Background: an optimization exercise with open tools, aiming at small area. Do not read the settings as production practice. In this exercise RTL edits were held to simulation tests only and were not proved equivalent to the original. No activity file was given, so power comes from the tool's default toggle rates.

==> module byte_lane_mem, before the edit <==
module byte_lane_mem
(
	input  logic        clk,
	input  logic        hold_n,
	input  logic [31:0] wd,
	output logic [31:0] q
);
	logic wr;
	assign wr = ~hold_n;
	for (genvar b = 0; b < 32; b++)
	begin : g_bit
		ram_bit u_bit
		(
			.clk    (clk),
			.wr     (wr),
			.hold_n (hold_n),
			.wd     (wd[b]),
			.q      (q[b])
		);
	end
endmodule
==> module read_gather, before the edit <==
module read_gather
(
	input  logic        clk,
	input  logic        rst,
	input  logic        cs,
	input  logic        phase,
	input  logic [255:0] rsel_n,          
	input  logic [255:0][31:0] rows,
	output logic [31:0] word_n,           
	output logic [31:0] out,
	output logic        data_rdy
);
	logic [127:0][31:0] pair_n;
	for (genvar p = 0; p < 128; p++)
	begin : g_pair
		for (genvar b = 0; b < 32; b++)
		begin : g_bit
			read_pair u_pair
			(
				.q0     (rows[2*p][b]),
				.q1     (rows[2*p+1][b]),
				.sel0_n (rsel_n[2*p]),
				.sel1_n (rsel_n[2*p+1]),
				.y_n    (pair_n[p][b])
			);
		end
	end
	always_comb
	begin
		word_n = '0;
		for (int p = 0; p < 128; p++)
		begin
			word_n = word_n | pair_n[p];
		end
	end
	always_ff @(posedge clk)
	begin
		data_rdy <= cs & ~rst;
		out      <= rst ? 32'h0 : word_n ^ {32{~phase & cs}};
	end
endmodule
==> module ram, before the edit <==
module ram
(
	input  logic        clk,
	input  logic        rst,
	input  logic [9:0]  addr,
	input  logic        cs,
	input  logic [31:0] in,
	input  logic        write_w,
	input  logic        write_h,
	input  logic        write_b,
	output logic [31:0] out,
	output logic        data_rdy
);
	logic [7:0]          row;
	logic [3:0]          lane_we;
	logic [31:0]         lane_din;
	logic [31:0]         word_n;
	logic [31:0]         wd;
	logic                phase;        
	logic [15:0]         hi_hit;
	logic [15:0]         lo_cs;
	logic [255:0]        hold_n;
	logic [255:0][31:0]  rows;
	assign row = addr[9:2];
	always_ff @(posedge clk)
	begin
		phase <= ~phase;
	end
	lane_write_decode u_decode
	(
		.cs       (cs),
		.write_w  (write_w),
		.write_h  (write_h),
		.write_b  (write_b),
		.lane_sel (addr[1:0]),
		.in       (in),
		.lane_we  (lane_we),
		.lane_din (lane_din)
	);
	for (genvar b = 0; b < 32; b++)
	begin : g_wd
		assign wd[b] = lane_we[b/8] ? (lane_din[b] ^ phase) : ~word_n[b];
	end
	for (genvar i = 0; i < 16; i++)
	begin : g_pre
		assign hi_hit[i] = (row[7:4] == i);
		assign lo_cs[i]  = (row[3:0] == i) & cs;
	end
	for (genvar r = 0; r < 256; r++)
	begin : g_row
		row_ctrl u_ctrl
		(
			.hi     (hi_hit[r/16]),
			.lo_cs  (lo_cs[r%16]),
			.hold_n (hold_n[r])
		);
		byte_lane_mem u_mem
		(
			.clk    (clk),
			.hold_n (hold_n[r]),
			.wd     (wd),
			.q      (rows[r])
		);
	end
	read_gather u_gather
	(
		.clk      (clk),
		.rst      (rst),
		.cs       (cs),
		.phase    (phase),
		.rsel_n   (hold_n),
		.rows     (rows),
		.word_n   (word_n),
		.out      (out),
		.data_rdy (data_rdy)
	);
endmodule
make LEC_CHECK=0 CAP_MARGIN=20 CORE_MARGIN=2 CORE_UTILIZATION=50 CTS_BUF_LIST=sky130_fd_sc_hd__clkbuf_8 CTS_CLUSTER_DIAMETER=50 CTS_CLUSTER_SIZE=14 PLACE_DENSITY=0.6 SLEW_MARGIN=20 SYNTH_HIERARCHICAL=1 finish   # period 10.0 ns
run.sh (not shown) runs the stock make flow with config.mk's settings and CLKGATE_MAP_FILE= SYNTH_SCRIPT=/design/flow/synth_recipe.tcl, a recipe that flattens the netlist after the stock synthesis.
The baseline completed and failed the layout checks on capacitance limit, slew limit.
==> next run, changes <==
--- a/flow/design.v
+++ b/flow/design.v
@@ -51,19 +51,19 @@
 module byte_lane_mem
 (
 	input  logic        clk,
-	input  logic        hold_n,
+	input  logic [3:0]  hold_n,   
 	input  logic [31:0] wd,
 	output logic [31:0] q
 );
-	logic wr;
+	logic [3:0] wr;
 	assign wr = ~hold_n;
 	for (genvar b = 0; b < 32; b++)
 	begin : g_bit
 		ram_bit u_bit
 		(
 			.clk    (clk),
-			.wr     (wr),
-			.hold_n (hold_n),
+			.wr     (wr[b/8]),
+			.hold_n (hold_n[b/8]),
 			.wd     (wd[b]),
 			.q      (q[b])
 		);
@@ -86,7 +86,7 @@
 	input  logic        rst,
 	input  logic        cs,
 	input  logic        phase,
-	input  logic [255:0] rsel_n,          
+	input  logic [255:0][3:0] rsel_n,     
 	input  logic [255:0][31:0] rows,
 	output logic [31:0] word_n,           
 	output logic [31:0] out,
@@ -101,8 +101,8 @@
 			(
 				.q0     (rows[2*p][b]),
 				.q1     (rows[2*p+1][b]),
-				.sel0_n (rsel_n[2*p]),
-				.sel1_n (rsel_n[2*p+1]),
+				.sel0_n (rsel_n[2*p][b/8]),
+				.sel1_n (rsel_n[2*p+1][b/8]),
 				.y_n    (pair_n[p][b])
 			);
 		end
@@ -143,7 +143,7 @@
 	logic                phase;        
 	logic [15:0]         hi_hit;
 	logic [15:0]         lo_cs;
-	logic [255:0]        hold_n;
+	logic [255:0][3:0]   hold_n;
 	logic [255:0][31:0]  rows;
 	assign row = addr[9:2];
 	always_ff @(posedge clk)
@@ -172,12 +172,15 @@
 	end
 	for (genvar r = 0; r < 256; r++)
 	begin : g_row
-		row_ctrl u_ctrl
-		(
-			.hi     (hi_hit[r/16]),
-			.lo_cs  (lo_cs[r%16]),
-			.hold_n (hold_n[r])
-		);
+		for (genvar l = 0; l < 4; l++)
+		begin : g_lane
+			row_ctrl u_ctrl
+			(
+				.hi     (hi_hit[r/16]),
+				.lo_cs  (lo_cs[r%16]),
+				.hold_n (hold_n[r][l])
+			);
+		end
 		byte_lane_mem u_mem
 		(
 			.clk    (clk),
This time the run completed without violations.
Register-to-register slack is better by 0.23 ns.
Non-clock buffer count is lower by 1118.
Total power is lower by 0.90%.
Clock power is about the same.
Via count is lower by 2.8%.
Count of clock-buffer cells in the layout is higher by 21.
Worst setup slack is better by 0.44 ns.
Flip-flop and latch count stays the same.
Global-route usage is lower by 6.5 points.
Wire length is lower by 14%.
Cell area is lower by 1.5%.

## port drivers added, routing unchanged
The results above use ideal ports. As a check the final layouts listed here were re-extracted and re-timed, cells and wires unchanged.
Step 1 sets driving cells, clkbuf_16 on the clock port and buf_2 on the other inputs (assumed; they add their load-dependent delay and slew).
Step 2 also shifts input and output timing later by t, the mid clock arrival at the registers, as if the neighbouring blocks saw the same clock.
Slacks: ideal / step 1 / step 2; pairs: ideal / step 1.
| run | shift t [ns] | setup slack, ns | clock arrival spread, ns | slew at the worst register clock pin (ns) | worst slew at a driven data input, ns |
|---|---|---|---|---|---|
| the first run | 1.478 | 2.006 / 2.116 / 0.638 | 0.089 / 0.089 | 0.10 / 0.10 | 0.43 |
| the second run | 1.421 | 2.442 / 2.478 / 1.057 | 0.082 / 0.082 | 0.10 / 0.10 | 0.09 |
The setup slack of the second run, which loses most, moves by +0.036 ns with the drivers and by -1.385 ns with both steps.
